This design comes from an exercise in tuning for small area and a short achievable clock period on the open sky130 flow, not from production work.
RTL that was checked went through simulation tests only; none was proved equivalent to the original.
Power is estimated from default activity; no workload was simulated.

==> module sync_fifo, before the edit <==
module sync_fifo #(
	parameter int WIDTH = 13,
	parameter int DEPTH = 32,
	parameter int NHI = DEPTH / 8 + 1,
	parameter bit RD2 = 1'b1                
)(
	input  logic                  RCLK,
	input  logic                  phase_i,   
	input  logic                  wr_en_i,   
	input  logic [WIDTH-1:0]      din_i,
	input  logic                  rd_a_i,
	input  logic                  rd_b_i,
	input  logic [7:0]            cnt_lo_i,  
	input  logic [NHI-1:0]        cnt_hi_i,  
	output logic [WIDTH-1:0]      dout_o     
);
	localparam int NGRP = DEPTH / 4;
	localparam int NSPLIT = 1;
	localparam int W0 = (WIDTH + NSPLIT - 1) / NSPLIT;
	logic [DEPTH-1:0][WIDTH-1:0] mem;
	logic [DEPTH-1:0][WIDTH-1:0] mem_d;
	logic [WIDTH-1:0] din_x;
	logic [NGRP-1:0] wr_rd, wr_nrd, rd_nwr, nrd_nwr;
	for (genvar g = 0; g < NGRP; g++) begin : g_grp
		sync_fifo_glob #(.RD2(RD2)) glob (
			.wr_i(wr_en_i), .rd_a_i(rd_a_i), .rd_b_i(rd_b_i),
			.wr_rd_o(wr_rd[g]), .wr_nrd_o(wr_nrd[g]), .rd_nwr_o(rd_nwr[g]), .nrd_nwr_o(nrd_nwr[g])
		);
	end
	assign din_x = din_i ^ {WIDTH{phase_i}};
	logic [DEPTH:0] at;
	for (genvar i = 0; i <= DEPTH; i++) begin : g_at
		sync_fifo_at at_dec (.lo_i(cnt_lo_i[i % 8]), .hi_i(cnt_hi_i[i / 8]), .at_o(at[i]));
	end
	for (genvar i = 0; i < DEPTH; i++) begin : g_row
		for (genvar p = 0; p < NSPLIT; p++) begin : g_part
			localparam int LO = p * W0;
			localparam int HI = (p == NSPLIT - 1) ? WIDTH - 1 : LO + W0 - 1;
			logic ld, sh, hd;
			sync_fifo_ctl ctl (
				.wr_rd_i(wr_rd[i / 4]), .wr_nrd_i(wr_nrd[i / 4]),
				.rd_nwr_i(rd_nwr[i / 4]), .nrd_nwr_i(nrd_nwr[i / 4]),
				.at_i(at[i]), .at_next_i(at[i + 1]),
				.ld_o(ld), .sh_o(sh), .hd_o(hd)
			);
			sync_fifo_row #(.WIDTH(HI - LO + 1)) row (
				.ld_i(ld), .sh_i(sh), .hd_i(hd),
				.din_i(din_x[HI:LO]), .next_i(mem[(i + 1) % DEPTH][HI:LO]), .self_i(mem[i][HI:LO]),
				.d_o(mem_d[i][HI:LO])
			);
		end
	end
	always_ff @(posedge RCLK) begin
		mem <= mem_d;
	end
	assign dout_o = mem[0] ^ {WIDTH{phase_i}};
endmodule
==> flow/config.mk <==
export PLATFORM = sky130hd
export DESIGN_NAME = eth_readout
export DESIGN_NICKNAME = eth_readout
export VERILOG_FILES = /design/flow/design.v
export SDC_FILE = /design/flow/constraint.sdc
export NUM_CORES = 4
export LEC_CHECK = 0
export CAP_MARGIN = 20
export CORE_MARGIN = 2
export CORE_UTILIZATION = 55
export SETUP_SLACK_MARGIN = 1.2
export SLEW_MARGIN = 20
export SYNTH_HIERARCHICAL = 1
export SYNTH_MINIMUM_KEEP_SIZE = 0
==> flow/constraint.sdc <==
create_clock -name core_clock -period 3.0 [get_ports {RCLK}]
set_input_delay 0.6000 -clock core_clock [delete_from_list [all_inputs] [get_ports {RCLK}]]
set_output_delay 0.6000 -clock core_clock [all_outputs]
set_load 0.01 [all_outputs]
standard.sh (not shown) runs the stock make flow with config.mk's settings and CLKGATE_MAP_FILE= SYNTH_SCRIPT=/design/flow/synth_recipe.tcl, a recipe that flattens the netlist after the stock synthesis.
==> flow/flow/run.sh <==
#!/bin/bash
# Standard ORFS layout (the standard.sh, standard synthesis) with a few
# ORFS variables changed:
#  - port buffers are buf_4 cells, and sizing may change a cell's footprint,
#  - CTS without dummy loads and with larger sink clusters.
# Each step's full output is in synth.log / layout.log here and in orfs/logs.
set -euo pipefail
bash standard.sh synth > synth.log 2>&1
bash standard.sh MATCH_CELL_FOOTPRINT=0 \
  "BUFFER_PORTS_ARGS=-buffer_cell sky130_fd_sc_hd__buf_4" \
  "CTS_ARGS=-sink_clustering_enable -repair_clock_nets -dont_use_dummy_load -sink_clustering_size 24 -sink_clustering_max_diameter 80" \
  finish > layout.log 2>&1
==> next run, changes <==
--- a/flow/design.v
+++ b/flow/design.v
@@ -37,7 +37,7 @@
 	output logic [WIDTH-1:0]      dout_o     
 );
 	localparam int NGRP = DEPTH / 4;
-	localparam int NSPLIT = 1;
+	localparam int NSPLIT = (WIDTH > 16) ? 2 : 1;
 	localparam int W0 = (WIDTH + NSPLIT - 1) / NSPLIT;
 	logic [DEPTH-1:0][WIDTH-1:0] mem;
 	logic [DEPTH-1:0][WIDTH-1:0] mem_d;
=> Synthesized cell count increases by about 1.2%. Sequential power barely changes. Die area hardly moves. Clock skew increases by 0.0032 ns. Power rose by about 0.3%. Global-route usage went down by 0.82 points. Via count climbs by 0.78%. Combinational power grows by 2.7%. Final cell count increases by about 2%. Setup slack gains 0.034 ns. Sequential share of layout area is lower by 0.62 points.
Function was not checked in any run of this note: the RTL went through the layout flow alone.

========
eth_readout, a different RTL version from the one above (not shown whole).
Size in the first run: ~2800 cells after synthesis, ~62 I/O pins.
## eth_readout
module eth_readout (
	input  logic                  RCLK,
	input  logic                  RST_RESYNC,
	input  logic                  smp_wr_en_i,
	input  logic [11:0]           smp_data_i,
	input  logic                  smp_ovlp_i,
	input  logic                  l1a_wr_en_i,
	input  logic [23:0]           l1a_num_i,
	input  logic                  warn_i,
	input  logic                  txack_i,
	output logic [15:0]           txd_o,
	output logic                  txd_valid_o,
	output logic                  evt_buf_amt_o,
	output logic                  evt_buf_afl_o
);
==> module eth_readout, before the edit <==
module eth_readout (
	input  logic                  RCLK,
	input  logic                  RST_RESYNC,
	input  logic                  smp_wr_en_i,
	input  logic [11:0]           smp_data_i,
	input  logic                  smp_ovlp_i,
	input  logic                  l1a_wr_en_i,
	input  logic [23:0]           l1a_num_i,
	input  logic                  warn_i,
	input  logic                  txack_i,
	output logic [15:0]           txd_o,
	output logic                  txd_valid_o,
	output logic                  evt_buf_amt_o,
	output logic                  evt_buf_afl_o
);
	logic phase;
	always_ff @(posedge RCLK) begin
		phase <= ~phase;
	end
	logic send;         
	logic done;         
	logic [3:0] slot;
	logic rd_phase;     
	logic adv;
	logic smp_rd;
	assign adv = send && txack_i;
	assign smp_rd = rd_phase && txack_i;
	logic [7:0] smp_lo;
	logic [4:0] smp_hi;
	logic smp_full;
	logic smp_do_wr;
	logic smp_inc;
	logic smp_dec;
	logic [12:0] smp_head;
	logic amt_n;        
	assign evt_buf_amt_o = ~amt_n;
	assign smp_full = smp_hi[4];
	assign smp_do_wr = smp_wr_en_i && (!smp_full || smp_rd);
	assign smp_inc = smp_do_wr && !smp_rd;
	assign smp_dec = smp_rd && !smp_do_wr;
	always_ff @(posedge RCLK or posedge RST_RESYNC) begin
		if (RST_RESYNC) begin
			smp_lo <= 8'b0000_0001;
			smp_hi <= 5'b0_0001;
			amt_n <= 1'b0;
			evt_buf_afl_o <= 1'b0;
		end else begin
			if (smp_inc) begin
				smp_lo <= {smp_lo[6:0], smp_lo[7]};
				if (smp_lo[7]) smp_hi <= {smp_hi[3:0], 1'b0};
			end else if (smp_dec) begin
				smp_lo <= {smp_lo[0], smp_lo[7:1]};
				if (smp_lo[0]) smp_hi <= {1'b0, smp_hi[4:1]};
			end
			amt_n <= !smp_hi[0] || (smp_inc ? (|smp_lo[7:4]) : smp_dec ? (|smp_lo[7:6]) : (|smp_lo[7:5]));
			evt_buf_afl_o <= smp_hi[4] || (smp_hi[3] && (smp_inc ? (|smp_lo[7:3]) : smp_dec ? (|smp_lo[7:5]) : (|smp_lo[7:4])));
		end
	end
	sync_fifo #(.WIDTH(13), .DEPTH(32), .RD2(1'b1)) smp_fifo (
		.RCLK(RCLK), .phase_i(phase),
		.wr_en_i(smp_wr_en_i), .din_i({smp_ovlp_i, smp_data_i}),
		.rd_a_i(rd_phase), .rd_b_i(txack_i), .cnt_lo_i(smp_lo), .cnt_hi_i(smp_hi), .dout_o(smp_head)
	);
	logic [7:0] l1a_lo;
	logic [2:0] l1a_hi;
	logic [4:0] l1a_count;
	logic l1a_do_wr;
	logic l1a_inc;
	logic l1a_dec;
	logic [24:0] l1a_head;
	assign l1a_do_wr = l1a_wr_en_i && (!l1a_hi[2] || done);
	assign l1a_inc = l1a_do_wr && !done;
	assign l1a_dec = done && !l1a_do_wr;
	always_ff @(posedge RCLK or posedge RST_RESYNC) begin
		if (RST_RESYNC) begin
			l1a_lo <= 8'b0000_0001;
			l1a_hi <= 3'b001;
		end else begin
			if (l1a_inc) begin
				l1a_lo <= {l1a_lo[6:0], l1a_lo[7]};
				if (l1a_lo[7]) l1a_hi <= {l1a_hi[1:0], 1'b0};
			end else if (l1a_dec) begin
				l1a_lo <= {l1a_lo[0], l1a_lo[7:1]};
				if (l1a_lo[0]) l1a_hi <= {1'b0, l1a_hi[2:1]};
			end
		end
	end
	assign l1a_count = {l1a_hi[2], l1a_hi[1],
		l1a_lo[4] | l1a_lo[5] | l1a_lo[6] | l1a_lo[7],
		l1a_lo[2] | l1a_lo[3] | l1a_lo[6] | l1a_lo[7],
		l1a_lo[1] | l1a_lo[3] | l1a_lo[5] | l1a_lo[7]};
	sync_fifo #(.WIDTH(25), .DEPTH(16), .RD2(1'b0)) l1a_fifo (
		.RCLK(RCLK), .phase_i(phase),
		.wr_en_i(l1a_wr_en_i), .din_i({warn_i, l1a_num_i}),
		.rd_a_i(done), .rd_b_i(1'b1), .cnt_lo_i(l1a_lo), .cnt_hi_i(l1a_hi), .dout_o(l1a_head)
	);
	always_ff @(posedge RCLK or posedge RST_RESYNC) begin
		if (RST_RESYNC) begin
			send <= 1'b0;
			done <= 1'b0;
			slot <= '0;
			rd_phase <= 1'b0;
		end else begin
			done <= adv && (slot == 4'd13);
			if (send) begin
				if (adv && slot == 4'd13) send <= 1'b0;
			end else if (!done) begin
				send <= !(l1a_lo[0] && l1a_hi[0]) && !smp_hi[0];
			end
			if (!send) slot <= '0;
			else if (txack_i) slot <= slot + 4'd1;
			rd_phase <= send && (txack_i ? (slot >= 4'd1 && slot <= 4'd8) : (slot >= 4'd2 && slot <= 4'd9));
		end
	end
	logic [12:0] word1;  
	logic [4:0] kind1;   
	logic [14:0] crc;
	logic valid1;
	always_ff @(posedge RCLK) begin
		if (adv) begin
			kind1 <= {slot == 4'd13, slot == 4'd12, slot == 4'd11, slot == 4'd10, slot <= 4'd9};
			if (slot == 4'd0) word1 <= {1'b0, l1a_head[23:12]};
			else if (slot == 4'd1) word1 <= {1'b0, l1a_head[11:0]};
			else word1 <= {~smp_head[12], smp_head[11:0]};
			if (slot == 4'd0) crc <= '0;
			else crc <= readout_pkg::crc15_d13({1'b0, word1[11:0]}, crc);
		end
	end
	always_ff @(posedge RCLK) begin
		txd_o <= ({16{kind1[0]}} & {1'b0, word1[12], 2'b00, word1[11:0]}) |
		         ({16{kind1[1]}} & {1'b0, crc}) |
		         ({16{kind1[2]}} & readout_pkg::MARKER_WORD) |
		         ({16{kind1[3]}} & {readout_pkg::STATUS_NIBBLE, l1a_head[5:0], l1a_count, l1a_head[24]}) |
		         ({16{kind1[4]}} & readout_pkg::CLOSE_WORD);
	end
	always_ff @(posedge RCLK or posedge RST_RESYNC) begin
		if (RST_RESYNC) begin
			valid1 <= 1'b0;
			txd_valid_o <= 1'b0;
		end else begin
			if (txack_i) valid1 <= adv;
			txd_valid_o <= txack_i && valid1;
		end
	end
endmodule
==> flow/config.mk <==
export PLATFORM = sky130hd
export DESIGN_NAME = eth_readout
export DESIGN_NICKNAME = eth_readout
export VERILOG_FILES = /design/flow/design.v
export SDC_FILE = /design/flow/constraint.sdc
export NUM_CORES = 4
export LEC_CHECK = 0
export CAP_MARGIN = 20
export CORE_MARGIN = 2
export CORE_UTILIZATION = 55
export SETUP_SLACK_MARGIN = 1.2
export SLEW_MARGIN = 20
export SYNTH_HIERARCHICAL = 1
export SYNTH_MINIMUM_KEEP_SIZE = 0
==> flow/constraint.sdc <==
create_clock -name core_clock -period 3.0 [get_ports {RCLK}]
set_input_delay 0.6000 -clock core_clock [delete_from_list [all_inputs] [get_ports {RCLK}]]
set_output_delay 0.6000 -clock core_clock [all_outputs]
set_load 0.01 [all_outputs]
Scripts as last shown in full above: flow/flow/run.sh
The baseline passed the timing, design-rule and antenna checks.
Next try:
--- a/flow/design.v
+++ b/flow/design.v
@@ -155,22 +155,20 @@
 	logic smp_rd;
 	assign adv = send && txack_i;
 	assign smp_rd = rd_phase && txack_i;
 	logic [7:0] smp_lo;
 	logic [4:0] smp_hi;
 	logic smp_full;
-	logic smp_do_wr;
 	logic smp_inc;
 	logic smp_dec;
 	logic [12:0] smp_head;
 	logic amt_n;        
 	assign evt_buf_amt_o = ~amt_n;
 	assign smp_full = smp_hi[4];
-	assign smp_do_wr = smp_wr_en_i && (!smp_full || smp_rd);
-	assign smp_inc = smp_do_wr && !smp_rd;
-	assign smp_dec = smp_rd && !smp_do_wr;
+	assign smp_inc = smp_wr_en_i && !smp_full && !smp_rd;
+	assign smp_dec = smp_rd && !smp_wr_en_i;
 	always_ff @(posedge RCLK or posedge RST_RESYNC) begin
 		if (RST_RESYNC) begin
 			smp_lo <= 8'b0000_0001;
 			smp_hi <= 5'b0_0001;
 			amt_n <= 1'b0;
 			evt_buf_afl_o <= 1'b0;
@@ -191,19 +189,17 @@
 		.wr_en_i(smp_wr_en_i), .din_i({smp_ovlp_i, smp_data_i}),
 		.rd_a_i(rd_phase), .rd_b_i(txack_i), .cnt_lo_i(smp_lo), .cnt_hi_i(smp_hi), .dout_o(smp_head)
 	);
 	logic [7:0] l1a_lo;
 	logic [2:0] l1a_hi;
 	logic [4:0] l1a_count;
-	logic l1a_do_wr;
 	logic l1a_inc;
 	logic l1a_dec;
 	logic [24:0] l1a_head;
-	assign l1a_do_wr = l1a_wr_en_i && (!l1a_hi[2] || done);
-	assign l1a_inc = l1a_do_wr && !done;
-	assign l1a_dec = done && !l1a_do_wr;
+	assign l1a_inc = l1a_wr_en_i && !l1a_hi[2] && !done;
+	assign l1a_dec = done && !l1a_wr_en_i;
 	always_ff @(posedge RCLK or posedge RST_RESYNC) begin
 		if (RST_RESYNC) begin
 			l1a_lo <= 8'b0000_0001;
 			l1a_hi <= 3'b001;
 		end else begin
 			if (l1a_inc) begin
Outcome: The new run produced a clean layout; global-route usage came out higher by 0.20 points; clock power came out lower by about 1%; cell count is about the same; first-iteration DRC count came out lower by 6.6%; area after synthesis stays flat; worst setup slack improves by 0.0097 ns; sequential share of layout area came out higher by 0.17 points; register-to-register slack barely changes; die area hardly moves; wire length came out higher by 1.0%; count of clock-buffer cells in the layout came out lower by 1; combinational power came out higher by 3.8%; cell area came out lower by 0.34%.
For the first run of this note, only the layout was checked, not whether the RTL still works.

port drivers added, routing unchanged:
The flow's constraints put no driver on any port. The routed layouts listed below were extracted and timed again, unchanged, in two steps. Step 1 (the two cells are an assumption about what drives the block):
set clk [get_ports {RCLK}]
set_driving_cell -lib_cell sky130_fd_sc_hd__clkbuf_16 $clk
set_driving_cell -lib_cell sky130_fd_sc_hd__buf_2 [delete_from_list [all_inputs] $clk]
Step 2 adds t to the input delays and takes it off the output delays; t is the mean of the earliest and latest rising clock arrival at the registers after step 1. Input paths then give back, and output paths get back, about the clock's delay inside the block. Three values: no drivers, after step 1, after step 2; two values: the first two.
| run | t, ns | setup WS [ns] | slew at the worst register clock pin (ns) |
|---|---|---|---|
| the first run of note 1 | 0.658 | 1.154 / 1.154 / 0.724 | 0.10 / 0.10 |
| the second run of note 1 | 0.669 | 1.187 / 1.150 / 0.654 | 0.10 / 0.10 |
| the first run of note 2 | 0.656 | 1.184 / 1.153 / 0.685 | 0.10 / 0.10 |
| the second run of note 2 | 0.663 | 1.194 / 1.134 / 0.813 | 0.10 / 0.10 |
After both steps setup and hold are still met in every run listed. For the second run of note 1, which loses most, drivers alone change the setup slack by -0.037 ns; drivers and shift together by -0.533 ns.
